What follows belongs to an exercise in optimizing a design on an open flow for a short achievable clock period and few clock cycles per item; a production flow would make more cautious choices. RTL that was checked went through simulation tests only; none was proved equivalent to the original. The clock port is modelled as an ideal driver; clocking choices that lean on that would not hold on a real chip. No activity file was given, so power comes from the tool's default toggle rates.

Setup of fjord:
## tx_core
module tx_core (
	input wire logic clock,
	input wire logic arst_n_i,
	input wire logic reg_wr_en_i,
	input tx_pkg::reg_addr_t reg_addr_i,
	input tx_pkg::word_t reg_wr_data_i,
	output tx_pkg::word_t reg_rd_data_o,
	output logic mem_rd_en_o,
	output tx_pkg::addr_t mem_addr_o,
	input tx_pkg::word_t mem_rd_data_i,
	input wire logic meta_rd_en_i,
	output tx_pkg::len_t meta_data_o,
	output logic meta_empty_o,
	input wire logic data_rd_en_i,
	output tx_pkg::word_t data_o,
	output logic data_empty_o,
	input wire logic csum_rd_en_i,
	output tx_pkg::csum_t csum_o,
	output logic csum_empty_o,
	output logic channel_irq_o
);
	logic enable;
	logic disable_now;
	logic desc_push;
	tx_pkg::desc_t desc_in;
	logic desc_pop;
	tx_pkg::desc_t desc_head;
	logic desc_empty;
	logic desc_full;
	logic meta_push;
	tx_pkg::len_t meta_len;
	logic word_valid;
	tx_pkg::word_t word;
	logic sof;
	logic eof;
	logic csum_push;
	tx_pkg::csum_t csum_val;
	logic frame_done;
	logic meta_pop;
	logic data_pop;
	logic csum_pop;
	assign frame_done = csum_push;
	assign meta_pop = meta_rd_en_i && !meta_empty_o;
	assign data_pop = data_rd_en_i && !data_empty_o;
	assign csum_pop = csum_rd_en_i && !csum_empty_o;
	tx_mmr tx_mmr_0 (
		.clock, .arst_n_i,
  ...
Settings: LEC_CHECK=0, CAP_MARGIN=0, CORE_MARGIN=2, CORE_UTILIZATION=60, SETUP_SLACK_MARGIN=5, SLEW_MARGIN=0, SYNTH_HIERARCHICAL=1, SYNTH_MINIMUM_KEEP_SIZE=0, TNS_END_PERCENT=100; clock period 9.0 ns.
standard.sh (not shown) runs the stock make flow with config.mk's settings and CLKGATE_MAP_FILE= SYNTH_SCRIPT=/design/flow/synth_recipe.tcl, a recipe that flattens the netlist after the stock synthesis.
==> flow/flow/run.sh <==
#!/bin/bash
# The standard layout, with the register read port's pins placed as one group
set -uo pipefail
here=$(pwd)
bash standard.sh PRE_IO_PLACEMENT_TCL="$here/flow/pre_io.tcl" SETUP_MOVE_SEQUENCE=unbuffer,sizeup,swap,clone > "$here/standard.log" 2>&1
status=$?
tail -5 "$here/standard.log"
exit $status
==> flow/flow/pre_io.tcl <==
# Keep the register read port together: the address pins in the middle
# of the read data pins, so the read mux sits in one small area
set_io_pin_constraint -group -order -pin_names {reg_rd_data_o[0] reg_rd_data_o[1] reg_rd_data_o[2] reg_rd_data_o[3] reg_rd_data_o[4] reg_rd_data_o[5] reg_rd_data_o[6] reg_rd_data_o[7] reg_rd_data_o[8] reg_rd_data_o[9] reg_rd_data_o[10] reg_rd_data_o[11] reg_rd_data_o[12] reg_rd_data_o[13] reg_rd_data_o[14] reg_rd_data_o[15] reg_addr_i[0] reg_addr_i[1] reg_addr_i[2] reg_addr_i[3] reg_rd_data_o[16] reg_rd_data_o[17] reg_rd_data_o[18] reg_rd_data_o[19] reg_rd_data_o[20] reg_rd_data_o[21] reg_rd_data_o[22] reg_rd_data_o[23] reg_rd_data_o[24] reg_rd_data_o[25] reg_rd_data_o[26] reg_rd_data_o[27] reg_rd_data_o[28] reg_rd_data_o[29] reg_rd_data_o[30] reg_rd_data_o[31]}
fjord | status: complete | timing, DRC, antenna: pass
Testbench counts of fjord, summed over its fixed seeds: cycles 12,358, frames 1,200.
Relative to fjord, the following input files were edited for willow:
Settings: changing SLEW_MARGIN from 0 to 20; changing CORE_UTILIZATION from 60 to 75; changing CAP_MARGIN from 0 to 20.
==> flow/flow/run.sh <==
#!/bin/bash
# The standard layout, with the register read port's pins placed as one group
set -uo pipefail
here=$(pwd)
bash standard.sh PRE_IO_PLACEMENT_TCL="$here/flow/pre_io.tcl" > "$here/standard.log" 2>&1
status=$?
tail -5 "$here/standard.log"
exit $status
[summary]
- Re growth of design area from synthesis to finish: fjord was higher than willow.
- willow vs fjord — sum of routed wire length over all layers rose about 12%.
- Compared with fjord, willow shows floorplan die area that has gone down by more than 10%.
- On total grt overflow, willow tracks fjord almost exactly.
- Compared with fjord, in willow number of post-CTS setup repair buffers +9; net switching share of the total power +1.1 points; flip-flop and latch count ~0 delta; largest vdd supply drop -about 7%; clock power -about 2%.
- Of willow and fjord, willow shows the higher portion of total power attributed to sequential cells, with fjord below it.
diff inputs: willow => indigo
Settings: changing CORE_UTILIZATION from 75 to 60.
==> flow/flow/run.sh <==
#!/bin/bash
# The standard layout, with the register read port's pins placed as one group
set -uo pipefail
here=$(pwd)
bash standard.sh PRE_IO_PLACEMENT_TCL="$here/flow/pre_io.tcl" SETUP_MOVE_SEQUENCE=unbuffer,sizeup,swap,clone > "$here/standard.log" 2>&1
status=$?
tail -5 "$here/standard.log"
exit $status
## What came out
- On net count after synthesis, indigo and willow are basically level.
- Setup slack: indigo more than willow
- indigo has largest net degree at the start of global routing above what willow had.
- Comparing indigo and willow, non-clock buffer count is lower on indigo.
- Between indigo and willow, the placed wire-length estimate is lower for indigo.
- willow → indigo: post-layout total power held, maximum achievable frequency up 1.7%.
- Measured against willow, the routed wire length on met3 of indigo comes out at 0.61 times the reference value.
- indigo against willow: via count of the first global-routing pass fell by about 5.6%; number of buffers inserted to repair setup after CTS fell by 9; worst hold slack across all endpoints stayed essentially flat.

---

tx_core, a different RTL version from the one above (not shown whole).
For scale: ~2100 cells after synthesis, about 780 flip-flops, ~200 I/O pins, ~33000 sq um of cells after synthesis.
Settings: LEC_CHECK=0, ABC_CLOCK_PERIOD_IN_PS=4000, CAP_MARGIN=20, CORE_MARGIN=2, CORE_UTILIZATION=60, SETUP_SLACK_MARGIN=5, SLEW_MARGIN=20; clock period 9.0 ns.
run.sh (not shown) runs the stock make flow with config.mk's settings and CLKGATE_MAP_FILE= SYNTH_SCRIPT=/design/flow/synth_recipe.tcl, a recipe that flattens the netlist after the stock synthesis.
Stock flow here: none of the scripts above is used.
The baseline completed with no timing, DRC or antenna violations.
Next try:
--- a/flow/config.mk
+++ b/flow/config.mk
@@ -7,3 +7,3 @@
 export LEC_CHECK = 0
-export ABC_CLOCK_PERIOD_IN_PS = 4000
+export ABC_CLOCK_PERIOD_IN_PS = 100
 export CAP_MARGIN = 20
Result:
- The changed run produced a clean layout
- power stays the same
- worst setup slack does not change
- clock-buffer cell count is unchanged
No functional check of the RTL was part of any run of this note.

---

run A:
RTL: one of the versions met above, not the one the previous note started from.
Size in the first run: about 2,000 cells after synthesis, about 200 I/O pins.
Settings: LEC_CHECK=0, CAP_MARGIN=20, CORE_MARGIN=2, CORE_UTILIZATION=60, SETUP_SLACK_MARGIN=5, SLEW_MARGIN=20, SYNTH_HIERARCHICAL=1, SYNTH_MINIMUM_KEEP_SIZE=0, TNS_END_PERCENT=100; clock period 9.0 ns.
standard.sh (not shown) runs the stock make flow with config.mk's settings and CLKGATE_MAP_FILE= SYNTH_SCRIPT=/design/flow/synth_recipe.tcl, a recipe that flattens the netlist after the stock synthesis.
==> flow/flow/run.sh <==
#!/bin/bash
# The standard layout, with the register read port's pins placed as one group
set -uo pipefail
here=$(pwd)
bash standard.sh PRE_IO_PLACEMENT_TCL="$here/flow/pre_io.tcl" SETUP_MOVE_SEQUENCE=unbuffer,sizeup,swap > "$here/standard.log" 2>&1
status=$?
tail -5 "$here/standard.log"
exit $status
Scripts as last shown in full above: flow/flow/pre_io.tcl
Testbench counts of run A, summed over its fixed seeds: cycles 12,358, frames 1,200.
### run A -> run B
- CAP_MARGIN: 20 -> 0
- SLEW_MARGIN: 20 -> 0
Notes after the runs:
Run B and run A all finish clean. Run B vs run A, final critical delay including setup and external delays went down by 4.2 ps. Comparing run B with run A, the wire length reported by the detailed router came out essentially unchanged. Share of final-layout standard cells stronger than drive strength 1: lower on run B. Across both runs, worst clock skew was lower for run B than for run A.
Input changes introduced in run C (baseline for comparison: run B):
- changing SLEW_MARGIN from 0 to 20
- changing CAP_MARGIN from 0 to 20
==> flow/flow/run.sh <==
#!/bin/bash
# The standard layout, with the register read port's pins placed as one group
set -uo pipefail
here=$(pwd)
bash standard.sh PRE_IO_PLACEMENT_TCL="$here/flow/pre_io.tcl" > "$here/standard.log" 2>&1
status=$?
tail -5 "$here/standard.log"
exit $status
--- outcome ---
- Relative to run B, the area of the multi-input gates of run C is lower by 0.45%.
- Run C gives less minimum clock period after layout than run B did.
- The worst hold slack of run C was superior to that of run B.
- Overall routing resource usage was lower in run B than in run C.
- From run B to run C the numbers moved as follows: combinational group share of total power stayed essentially flat; total wire length after detailed routing rose by about 2.1%; share of final layout cell area taken by non-clock buffers rose by 1.3 points.
- Diff run B -> run C: delay of the slowest cell on the worst path saw a decrease; setup slack saw an increase; final instance area saw an increase.

---

== rev 12 ==
Another version of the RTL of tx_core (not shown whole).
Size in the first run: about 2100 cells after synthesis, about 200 I/O pins, roughly 34000 um^2 of cells after synthesis.
==> flow/config.mk <==
export PLATFORM = sky130hd
export DESIGN_NAME = tx_core
export DESIGN_NICKNAME = tx_core
export VERILOG_FILES = /design/flow/design.v
export SDC_FILE = /design/flow/constraint.sdc
export NUM_CORES = 4
export LEC_CHECK = 0
export CAP_MARGIN = 0
export CORE_MARGIN = 2
export CORE_UTILIZATION = 60
export SETUP_SLACK_MARGIN = 5
export SLEW_MARGIN = 0
export SYNTH_HIERARCHICAL = 1
export SYNTH_MINIMUM_KEEP_SIZE = 0
export TNS_END_PERCENT = 100
==> flow/constraint.sdc <==
create_clock -name core_clock -period 9.0 [get_ports {clock}]
set_input_delay 1.8000 -clock core_clock [delete_from_list [all_inputs] [get_ports {clock}]]
set_output_delay 1.8000 -clock core_clock [all_outputs]
set_load 0.01 [all_outputs]
==> flow/flow/run.sh <==
#!/bin/bash
# The standard layout, with the register read port's pins placed as one group
set -uo pipefail
here=$(pwd)
bash standard.sh PRE_IO_PLACEMENT_TCL="$here/flow/pre_io.tcl" SETUP_MOVE_SEQUENCE=unbuffer,sizeup,swap,clone > "$here/standard.log" 2>&1
status=$?
tail -5 "$here/standard.log"
exit $status
Scripts as last shown in full above: flow/flow/pre_io.tcl
Rev 12 | status: complete | timing, DRC, antenna: pass
> inputs changed (rev 12 -> rev 13)
- a change of SLEW_MARGIN from 0 to 20
- a change of CAP_MARGIN from 0 to 20
==> flow/flow/run.sh <==
#!/bin/bash
# The standard layout, with the register read port's pins placed as one group
set -uo pipefail
here=$(pwd)
bash standard.sh PRE_IO_PLACEMENT_TCL="$here/flow/pre_io.tcl" > "$here/standard.log" 2>&1
status=$?
tail -5 "$here/standard.log"
exit $status
Results
Comparing rev 13 and rev 12, the higher filler cell count in the final layout was measured on rev 12. When the final numbers for rev 13 and rev 12 were put side by side, the via count turned out to be smaller in rev 12. On sequential share of layout area: between rev 13 and rev 12, it ends up higher for rev 12. Rev 13 vs rev 12, largest incremental delay on the critical path went down by 0.18 ns. Compared with rev 12, rev 13 is hungrier on power. Compare rev 13 and rev 12 | count of clock-buffer cells in the layout higher: rev 12. Re non-filler instance count after layout: rev 12 was lower than rev 13. Of rev 13 and rev 12, rev 13 shows the lower post-layout minimum cycle time, with rev 12 above it. Overall track demand over capacity in global routing in rev 13 is 0.34 points lower than in rev 12.
No functional check of the RTL was part of any run of this note.

---

tx_core, a different RTL version from the one above (not shown whole).
For scale: about 2100 cells after synthesis, about 200 I/O pins, ~34000 sq um of cells after synthesis.
## tx_core
module tx_core (
	input wire logic clock,
	input wire logic arst_n_i,
	input wire logic reg_wr_en_i,
	input tx_pkg::reg_addr_t reg_addr_i,
	input tx_pkg::word_t reg_wr_data_i,
	output tx_pkg::word_t reg_rd_data_o,
	output logic mem_rd_en_o,
	output tx_pkg::addr_t mem_addr_o,
	input tx_pkg::word_t mem_rd_data_i,
	input wire logic meta_rd_en_i,
	output tx_pkg::len_t meta_data_o,
	output logic meta_empty_o,
	input wire logic data_rd_en_i,
	output tx_pkg::word_t data_o,
	output logic data_empty_o,
	input wire logic csum_rd_en_i,
	output tx_pkg::csum_t csum_o,
	output logic csum_empty_o,
	output logic channel_irq_o
);
Settings: LEC_CHECK=0, CAP_MARGIN=20, CORE_MARGIN=2, CORE_UTILIZATION=60, SETUP_SLACK_MARGIN=5, SLEW_MARGIN=20, SYNTH_HIERARCHICAL=1, SYNTH_MINIMUM_KEEP_SIZE=0, TNS_END_PERCENT=100; clock period 9.0 ns.
==> flow/flow/run.sh <==
#!/bin/bash
# The standard layout, with two changes for the register read port:
# its pins are placed as one group, and after placement each address
# input is driven straight from its (upsized) input buffer, a net that
# later timing repair leaves alone.
set -uo pipefail
here=$(pwd)
bash standard.sh \
	PRE_IO_PLACEMENT_TCL="$here/flow/pre_io.tcl" \
	POST_RESIZE_TCL="$here/flow/fixaddr.tcl" \
	POST_CTS_TCL="$here/flow/sizeaddr.tcl" \
	> "$here/standard.log" 2>&1
status=$?
tail -5 "$here/standard.log"
exit $status
==> flow/flow/sizeaddr.tcl <==
# After clock tree synthesis: let timing repair resize the cells on the
# register-address nets (sizing and pin swaps only), then keep the nets
# don't-touch again so no buffers are added to them later
set addr_nets {}
foreach port [get_ports reg_addr_i*] {
  foreach pin [get_pins -of_objects [get_nets [get_full_name $port]]] {
    set inst [get_cells -of_objects $pin]
    foreach opin [get_pins -of_objects $inst -filter "direction == output"] {
      lappend addr_nets [get_nets -of_objects $opin]
    }
  }
}
estimate_parasitics -placement
unset_dont_touch $addr_nets
repair_timing -setup -setup_margin 5 -sequence "sizeup,swap" -verbose
set_dont_touch $addr_nets
detailed_placement
Scripts as last shown in full above: flow/flow/pre_io.tcl
Other scripts of this flow, unchanged in this note and not shown: flow/flow/fixaddr.tcl
==> next run, changes <==
--- a/flow/flow/sizeaddr.tcl
+++ b/flow/flow/sizeaddr.tcl
@@ -6 +6 @@
-  foreach pin [get_pins -of_objects [get_nets [get_full_name $port]]] {
+  foreach pin [get_pins -of_objects [get_nets -of_objects $port]] {
Result:
- The changed run never finished: it broke off in clock tree synthesis (4_1_cts) with STA-0100
- synthesized area stays the same
- synthesized cell count does not change
==> next run, changes <==
--- a/flow/flow/run.sh
+++ b/flow/flow/run.sh
@@ -11 +10,0 @@
-	POST_CTS_TCL="$here/flow/sizeaddr.tcl" \
removed: flow/flow/sizeaddr.tcl
After rerunning: This time the run finished with timing, DRC and antenna clean; synthesized cell count is unchanged; area after synthesis is unchanged.
==> next run, changes <==
--- a/flow/flow/run.sh
+++ b/flow/flow/run.sh
@@ -10,0 +11 @@
+	SETUP_MOVE_SEQUENCE=unbuffer,sizeup,swap,clone \
Result: Core utilization is lower by 0.57 points. Worst setup slack gets worse by 0.032 ns. Synthesized cell count is unchanged. Cell count is lower by 1.8%. Maximum frequency is lower by about 0.7%.
Function was not checked in any run of this note: the RTL went through the layout flow alone.

---

job 104:
Another version of the RTL of tx_core (not shown whole).
Size: ~2000 cells after synthesis, about 200 I/O pins, about 33000 sq um of cells after synthesis.
// tx_core
module tx_core (
	input wire logic clock,
	input wire logic arst_n_i,
	input wire logic reg_wr_en_i,
	input tx_pkg::reg_addr_t reg_addr_i,
	input tx_pkg::word_t reg_wr_data_i,
	output tx_pkg::word_t reg_rd_data_o,
	output logic mem_rd_en_o,
	output tx_pkg::addr_t mem_addr_o,
	input tx_pkg::word_t mem_rd_data_i,
	input wire logic meta_rd_en_i,
	output tx_pkg::len_t meta_data_o,
	output logic meta_empty_o,
	input wire logic data_rd_en_i,
	output tx_pkg::word_t data_o,
	output logic data_empty_o,
	input wire logic csum_rd_en_i,
	output tx_pkg::csum_t csum_o,
	output logic csum_empty_o,
	output logic channel_irq_o
);
==> flow/config.mk <==
export PLATFORM = sky130hd
export DESIGN_NAME = tx_core
export DESIGN_NICKNAME = tx_core
export VERILOG_FILES = /design/flow/design.v
export SDC_FILE = /design/flow/constraint.sdc
export NUM_CORES = 4
export LEC_CHECK = 0
export CAP_MARGIN = 20
export CORE_MARGIN = 2
export CORE_UTILIZATION = 60
export SETUP_SLACK_MARGIN = 5
export SLEW_MARGIN = 20
export SYNTH_HIERARCHICAL = 1
export SYNTH_MINIMUM_KEEP_SIZE = 0
export TNS_END_PERCENT = 100
==> flow/constraint.sdc <==
create_clock -name core_clock -period 9.0 [get_ports {clock}]
set_input_delay 1.8000 -clock core_clock [delete_from_list [all_inputs] [get_ports {clock}]]
set_output_delay 1.8000 -clock core_clock [all_outputs]
set_load 0.01 [all_outputs]
run.sh (not shown) runs the stock make flow with config.mk's settings and CLKGATE_MAP_FILE= SYNTH_SCRIPT=/design/flow/synth_recipe.tcl, a recipe that flattens the netlist after the stock synthesis.
Stock flow here: none of the scripts above is used.
Changes in job 101 relative to job 104:
==> flow/flow/run.sh (new file) <==
#!/bin/bash
# The standard layout, with the register read port's pins placed as one group
set -uo pipefail
here=$(pwd)
bash standard.sh PRE_IO_PLACEMENT_TCL="$here/flow/pre_io.tcl" > "$here/standard.log" 2>&1
status=$?
tail -5 "$here/standard.log"
exit $status
==> flow/flow/pre_io.tcl (new file) <==
# Keep the register read port together: the address pins in the middle
# of the read data pins, so the read mux sits in one small area
set_io_pin_constraint -group -order -pin_names {reg_rd_data_o[0] reg_rd_data_o[1] reg_rd_data_o[2] reg_rd_data_o[3] reg_rd_data_o[4] reg_rd_data_o[5] reg_rd_data_o[6] reg_rd_data_o[7] reg_rd_data_o[8] reg_rd_data_o[9] reg_rd_data_o[10] reg_rd_data_o[11] reg_rd_data_o[12] reg_rd_data_o[13] reg_rd_data_o[14] reg_rd_data_o[15] reg_addr_i[0] reg_addr_i[1] reg_addr_i[2] reg_addr_i[3] reg_rd_data_o[16] reg_rd_data_o[17] reg_rd_data_o[18] reg_rd_data_o[19] reg_rd_data_o[20] reg_rd_data_o[21] reg_rd_data_o[22] reg_rd_data_o[23] reg_rd_data_o[24] reg_rd_data_o[25] reg_rd_data_o[26] reg_rd_data_o[27] reg_rd_data_o[28] reg_rd_data_o[29] reg_rd_data_o[30] reg_rd_data_o[31]}
==> flow/standard.sh (new file) <==
#!/bin/bash
# synth_recipe.tcl (not shown) runs the flow's synth.tcl, then flattens the netlist and writes it again
# the make line also repeats each setting of config.mk as NAME=value (left out here)
make -C /OpenROAD-flow-scripts/flow DESIGN_CONFIG=/design/flow/config.mk WORK_HOME=/design/flow/orfs CLKGATE_MAP_FILE= SYNTH_SCRIPT=/design/flow/synth_recipe.tcl "${@:-finish}"
removed: flow/run.sh
[summary]
As far as total of max-cap violations goes, job 104 and job 101 are indistinguishable; the numbers are identical. The core of job 101 is more densely filled than that of job 104. On layout multi-input combinational cell count, job 101 tracks job 104 almost exactly. Job 104 → job 101: non-clock buffer count now smaller, latest clock arrival within the worst-skew pair flat. The lower register share of total power came out of job 101. Diff job 104 -> job 101 | share of the clock period used by the worst path | decrease of 1.1 points. Job 104 and job 101 ended up with roughly the same fraction of cell area in non-clock buffers. Sort job 104 and job 101 by minimum clock period, ascending, and job 101 comes first. From job 104 to job 101, count of cells along the worst hold path did not move at all.
No run of this note included a check of the RTL's function; only the layout flow was run.

what the ideal ports hide:
How much do the figures lean on ideal ports? The routed layouts below were timed once more, with nothing changed but the port constraints. Step 1, drivers: a clkbuf_16 drives clock and a buf_2 each remaining input, both assumed. Step 2 times the ports against the registers' clock, not the clock port: input delays grow and output delays shrink by t, the midpoint of the rising clock arrivals with the driver on. a / b / c = ideal / step 1 / step 2; a / b = the first two.
run	shift t [ns]	slack for setup (ns)	hold WS [ns]	worst setup path at the end	pins driven straight from the clock port
fjord	0.675	4.619 / 4.407 / 4.407	0.341 / 0.341 / 0.341	input to output	1
willow	0.667	4.541 / 4.347 / 4.339	0.348 / 0.348 / 0.348	input to register	1
indigo	0.662	4.618 / 4.393 / 4.393	0.350 / 0.350 / 0.350	input to output	1
the first run of note 2	0.663	4.332 / 4.283 / 4.283	0.345 / 0.345 / 0.345	input to output	1
the second run of note 2	0.663	4.332 / 4.283 / 4.283	0.345 / 0.345 / 0.345	input to output	1
run A	0.663	4.573 / 4.483 / 4.483	0.349 / 0.349 / 0.349	input to output	1
run B	0.668	4.577 / 4.489 / 4.489	0.340 / 0.340 / 0.340	input to output	1
run C	0.663	4.615 / 4.479 / 4.479	0.350 / 0.350 / 0.350	input to output	1
rev 12	0.665	4.362 / 4.384 / 3.718	0.463 / 0.463 / 0.463	input to register	1
rev 13	0.675	4.494 / 4.454 / 4.207	0.464 / 0.464 / 0.464	input to register	1
the first run of note 5	0.665	4.598 / 4.530 / 4.183	0.447 / 0.447 / 0.447	input to register	1
the third run of note 5	0.666	4.606 / 4.541 / 4.218	0.447 / 0.447 / 0.447	input to register	1
the fourth run of note 5	0.668	4.574 / 4.509 / 4.070	0.447 / 0.447 / 0.447	input to register	1
job 104	0.669	4.476 / 4.408 / 4.408	0.352 / 0.352 / 0.352	input to output	1
job 101	0.669	4.576 / 4.506 / 4.506	0.345 / 0.345 / 0.345	input to output	1
After both steps every run listed still meets setup and hold. For rev 12, which loses most, drivers alone change the setup slack by +0.022 ns; drivers and shift together by -0.644 ns.
